This design comes from an exercise in tuning for small area and a short achievable clock period on the open sky130 flow, not from production work.
The RTL was checked by simulation tests, not by an equivalence proof against the original design.
No activity file was given, so power comes from the tool's default toggle rates.

==> run E <==
==> flow/design.v (excerpt) <==
module peak_search_top (
   input  wire                      clk,
   input  wire                      i_rst_n,
   input  wire                      i_s_valid,
   output wire                      o_s_ready,
   input  wire sample_pkg::sample_t i_s_i,
   input  wire sample_pkg::sample_t i_s_q,
   input  wire                      i_psel,
   input  wire                      i_penable,
   input  wire                      i_pwrite,
   input  wire logic [8-1:0]  i_paddr,
   input  wire apb_regs_pkg::apb_data_t i_pwdata,
   output wire apb_regs_pkg::apb_data_t o_prdata,
   output wire                      o_pready,
   output wire                      o_pslverr,
   output wire                      o_irq
);
==> module iq_power, before the edit <==
module iq_power (
   input  wire                 clk,
   input  wire                 i_rst_n,
   input  wire                 i_valid,
   output logic                o_ready,
   input  wire sample_pkg::sample_t i_i,
   input  wire sample_pkg::sample_t i_q,
   output logic                o_pwr_valid,
   input  wire                 i_pwr_ready,
   output logic [10:0]         o_xi,
   output logic                o_si,
   output logic [10:0]         o_xq,
   output logic                o_sq
);
   logic take;
   assign o_ready = i_pwr_ready | ~o_pwr_valid;
   assign take    = i_valid & o_ready;
   always_ff @(posedge clk) begin
      if (!i_rst_n) begin
         o_pwr_valid <= 1'b0;
      end else if (take) begin
         o_pwr_valid <= 1'b1;
      end else if (i_pwr_ready) begin
         o_pwr_valid <= 1'b0;
      end
   end
   always_ff @(posedge clk) begin
      if (o_ready) begin
         o_xi <= i_i[10:0] ^ {11{i_i[11]}};
         o_si <= i_i[11];
         o_xq <= i_q[10:0] ^ {11{i_q[11]}};
         o_sq <= i_q[11];
      end
   end
endmodule
clock: 7.5 ns
lec_check: 0
cap_margin: 20
core_margin: 2
core_utilization: 60
cts_buf_list: sky130_fd_sc_hd__clkbuf_4 sky130_fd_sc_hd__clkbuf_8
cts_cluster_size: 30
setup_slack_margin: 4.8
slew_margin: 20
standard.sh (not shown) runs the stock make flow with config.mk's settings and CLKGATE_MAP_FILE= SYNTH_SCRIPT=/design/flow/synth_recipe.tcl, a recipe that flattens the netlist after the stock synthesis.
==> flow/flow/run.sh <==
#!/bin/bash
# Own layout flow: the standard synthesis; its combinational logic re-mapped
# by ABC for delay (resyn.sh: flip-flops and their names untouched), checked
# for equivalence with Yosys (flip-flops cut, so a purely combinational
# proof) and used only if proven; then the standard layout with plain
# buffers (buf_1) on the ports.
set -euo pipefail
R=orfs/results/sky130hd/peak_search_top/base
LIB=$FLOW_HOME/platforms/sky130hd/lib/sky130_fd_sc_hd__tt_025C_1v80.lib
bash standard.sh synth > standard_synth.log 2>&1
cp $R/1_2_yosys.v synth_netlist.v
if RESYN_D=1800 bash flow/resyn.sh synth_netlist.v resyn_netlist.v $LIB \
   && python3 flow/cutff.py synth_netlist.v eq_gold.v > cutff.log 2>&1 \
   && python3 flow/cutff.py resyn_netlist.v eq_gate.v >> cutff.log 2>&1; then
  cat > eq.ys <<EOS
read_liberty -ignore_miss_func $LIB
read_verilog eq_gold.v
rename $FLOW_TOP gold
read_verilog eq_gate.v
rename $FLOW_TOP gate
flatten
miter -equiv -flatten -make_assert -ignore_gold_x gold gate m
hierarchy -top m
sat -verify -prove-asserts m
EOS
  if yosys -s eq.ys > equiv.log 2>&1; then
    echo "re-mapped netlist proven equivalent, used" > resyn_used.log
    cp resyn_netlist.v $R/1_2_yosys.v
    touch $R/1_2_yosys.v
    rm -f $R/1_synth.odb $R/1_synth.sdc
  else
    echo "equivalence not proven, standard netlist kept" > resyn_used.log
  fi
fi
bash standard.sh BUFFER_PORTS_ARGS="-buffer_cell sky130_fd_sc_hd__buf_1" finish > standard_flow.log 2>&1
==> flow/flow/cutff.py <==
#!/usr/bin/env python3
# Turns a gate netlist combinational: each flip-flop's Q becomes an input and
# its D (and DE) an output, named after the instance. Usage: cutff.py in.v out.v
import re, sys
text = open(sys.argv[1]).read()
m = re.search(r"^(.*?)module (\w+)\((.*?)\);\n(.*?)\nendmodule", text, re.S)
pre, name, portlist, body = m.groups()
newports, decls = [], []
def repl(cm):
    t, inst, pins = cm.group(1), cm.group(2), cm.group(3)
    if not re.search(r"df|edf|dl", t):
        return cm.group(0)
    pd = dict((p, n.strip()) for p, n in re.findall(r"\.(\w+)\(([^()]*)\)", pins))
    key = re.sub(r"[^A-Za-z0-9_]", "_", inst)
    out = []
    for p, n in pd.items():
        if p in ("CLK", "CLK_N"):
            continue
        nn = n + " " if n.startswith("\\") else n
        if p in ("Q", "Q_N"):
            port = f"ffq_{p}_{key}"
            newports.append(port); decls.append(f"  input {port};")
            out.append(f"  assign {nn} = {port};")
        else:
            port = f"ffd_{p}_{key}"
            newports.append(port); decls.append(f"  output {port};")
            out.append(f"  assign {port} = {nn};")
    return "\n".join(out) + "\n"
body = re.sub(r"\s*(sky130_fd_sc_hd__\w+)\s+(\S+)\s*\((.*?)\);\n", repl, body + "\n", flags=re.S)
open(sys.argv[2], "w").write(pre + f"module {name}({portlist}, {', '.join(newports)});\n" + "\n".join(decls) + "\n" + body + "\nendmodule\n")
==> flow/flow/resyn.sh <==
#!/bin/bash
# resyn.sh IN.v OUT.v LIB : re-maps the combinational logic of a gate netlist
# with ABC (delay-driven mapping, then gate sizing); the flip-flops and tie
# cells stay as they are, with their instance names.
set -euo pipefail
IN=$1; OUT=$2; LIB=$3; D=${RESYN_D:-1500}
DU="-dont_use *probe* -dont_use *lpflow* -dont_use *clkdly* -dont_use *dlygate* -dont_use *dlymetal* -dont_use *ebuf* -dont_use *einv* -dont_use *dlclkp* -dont_use *conb*"
cat > resyn.ys <<EOS
read_liberty -ignore_miss_func $LIB
read_verilog $IN
hierarchy -top $FLOW_TOP
blackbox sky130_fd_sc_hd__dfxtp_1 sky130_fd_sc_hd__edfxtp_1 sky130_fd_sc_hd__conb_1
flatten
opt_clean -purge
abc -liberty $LIB $DU -script "+strash; dch -f; map -D $D; topo; upsize -D $D; dnsize -D $D; stime"
opt_clean -purge
splitnets
opt_clean -purge
insbuf -buf sky130_fd_sc_hd__buf_1 A X
stat -liberty $LIB
write_verilog -noattr -noexpr -nohex -nodec $OUT
EOS
yosys -s resyn.ys > resyn.log 2>&1
==> run X: changes against run E <==
--- a/flow/design.v
+++ b/flow/design.v
@@ -366,5 +366,5 @@
    end
    always_ff @(posedge clk) begin
-      if (o_ready) begin
+      if (take) begin
          o_xi <= i_i[10:0] ^ {11{i_i[11]}};
          o_si <= i_i[11];
==> flow/flow/run.sh (replaced) <==
#!/bin/bash
# Standard layout, with plain buffers (not delay cells) on the ports.
set -euo pipefail
bash standard.sh BUFFER_PORTS_ARGS="-buffer_cell sky130_fd_sc_hd__buf_1" finish > standard_flow.log 2>&1
Settings changed: CTS_BUF_LIST sky130_fd_sc_hd__clkbuf_4 sky130_fd_sc_hd__clkbuf_8 to not set, CTS_CLUSTER_SIZE 30 to not set, SETUP_SLACK_MARGIN 4.8 to 4.0.
removed: flow/flow/cutff.py
removed: flow/flow/resyn.sh
==> comparison <==
- Run X finished clean. Run E completed with no timing, DRC or antenna violations.
- Sequential power is about the same in run X and run E.
- Of run X and run E, run E has the higher core utilization (gap 8.9 points).
- In run X the first-iteration DRC count is smaller than in run E, by about 45%.
- Power: run X is smaller than run E (about 14%).
- Against run E, the non-clock buffer count of run X is lower by 74.
- Against run X, the global-route usage of run E is higher by 4.0 points.
- Between run E and run X, the lower clock skew is in run X (gap 0.00090 ns).
- Between run X and run E, the lower sequential share of layout area is in run E (gap 4.0 points).

* * *

==> amber <==
Another version of the RTL of peak_search_top (not shown whole).
export LEC_CHECK = 0
export CAP_MARGIN = 20
export CORE_MARGIN = 2
export CORE_UTILIZATION = 70
export CTS_BUF_LIST = sky130_fd_sc_hd__clkbuf_4 sky130_fd_sc_hd__clkbuf_8
export CTS_CLUSTER_SIZE = 30
export SETUP_SLACK_MARGIN = 4.5
export SLEW_MARGIN = 20
create_clock -name core_clock -period 7.5 [get_ports {clk}]
==> flow/flow/run.sh <==
#!/bin/bash
# Own layout flow: the standard synthesis; its combinational logic re-mapped
# by ABC for delay (resyn.sh: flip-flops and their names untouched); the
# re-mapped netlist is used only if ABC proves it equivalent to the standard
# one (flip-flops cut into inputs and outputs, a combinational miter); then
# the standard layout with plain buffers (buf_1) on the ports.
set -euo pipefail
R=orfs/results/sky130hd/peak_search_top/base
LIB=$FLOW_HOME/platforms/sky130hd/lib/sky130_fd_sc_hd__tt_025C_1v80.lib
bash standard.sh synth > standard_synth.log 2>&1
cp $R/1_2_yosys.v synth_netlist.v
echo "standard netlist kept" > resyn_used.log
if RESYN_D=${RESYN_D:-1800} bash flow/resyn.sh synth_netlist.v resyn_netlist.v $LIB \
   && python3 flow/cutff.py synth_netlist.v eq_gold.v > cutff.log 2>&1 \
   && python3 flow/cutff.py resyn_netlist.v eq_gate.v >> cutff.log 2>&1; then
  cat > miter.ys <<EOS
read_liberty -ignore_miss_func $LIB
read_verilog eq_gold.v
rename $FLOW_TOP gold
read_verilog eq_gate.v
rename $FLOW_TOP gate
flatten
miter -equiv -flatten gold gate m
hierarchy -top m
opt_clean
techmap
opt -fast
aigmap
write_aiger -zinit miter.aig
EOS
  if yosys -s miter.ys > miter.log 2>&1 \
     && yosys-abc -c "read miter.aig; strash; print_stats; iprove" > cec.log 2>&1 \
     && grep -q "^UNSATISFIABLE" cec.log; then
    echo "re-mapped netlist proven equivalent, used" > resyn_used.log
    cp resyn_netlist.v $R/1_2_yosys.v
    touch $R/1_2_yosys.v
    rm -f $R/1_synth.odb $R/1_synth.sdc
  fi
fi
bash standard.sh BUFFER_PORTS_ARGS="-buffer_cell sky130_fd_sc_hd__buf_1" finish > standard_flow.log 2>&1
Other scripts of this flow, unchanged in this note and not shown: flow/flow/cutff.py, flow/flow/resyn.sh
==> willow (differences from amber) <==
- CORE_UTILIZATION: 70 -> 60
- SETUP_SLACK_MARGIN: 4.5 -> 4.35
==> results.json <==
{
  "die-area_sq_mm": 0.0185,
  "worstPathArrival_ns": 1.55,
  "cts_setup_buffers": 0,
  "outcome": "timing/DRC/antenna clean",
  "routabilityCongestion": 0.965,
  "clk_share_pct": 3.86,
  "r2r-start": "power0.o_xq[6]",
  "crit_start": "regs0.sel_q[4]",
  "multi_input_area_share_pct": 50.4,
  "grtUsageMet1_pct": 32.8,
  "combPwrFrac_pct": 42.1,
  "cp_max_fo": 10,
  "taps": 225,
  "fin_ws_ns": 4.45,
  "drive_gt1_share_pct": 6.36,
  "die_y_um": 136,
  "power_frac_clock_pct": 23.0
}
# the run above: willow

==> results.json <==
{
  "crit_start": "regs0.sel_q[5]",
  "worstPathArrival_ns": 1.49,
  "cp_max_fo": 12,
  "outcome": "timing/DRC/antenna clean",
  "clk_share_pct": 3.29,
  "grtUsageMet1_pct": 38.4,
  "drive_gt1_share_pct": 10.3,
  "combPwrFrac_pct": 44.3,
  "multi_input_area_share_pct": 49.8,
  "die-area_sq_mm": 0.0160
}
# the run above: amber

==> separate check: timing with driven ports <==
The results above use ideal ports. As a check the final layouts listed here were re-extracted and re-timed, cells and wires unchanged. Step 1 sets driving cells, clkbuf_16 on the clock port and buf_2 on the other inputs (assumed; they add their load-dependent delay and slew). Step 2 moves the port delays by t, midway between the first and last clock arrival at a register: inputs arrive t later, outputs are due t later. That takes back most of the time a late clock gives input paths. a / b / c = ideal ports / drivers / drivers and shift; a / b = the first two.
run | shift t [ns] | setup WS [ns] | slew at the worst register clock pin (ns)
run E | 0.516 | 4.599 / 4.555 / 4.462 | 0.11 / 0.11
run X | 0.475 | 4.183 / 4.183 / 3.859 | 0.08 / 0.08
amber | 0.509 | 4.514 / 4.474 / 4.232 | 0.10 / 0.10
willow | 0.505 | 4.451 / 4.412 / 4.372 | 0.11 / 0.11
After both steps setup and hold are still met in every run listed. For run X, which loses most, drivers alone change the setup slack by 0.000 ns; drivers and shift together by -0.324 ns.
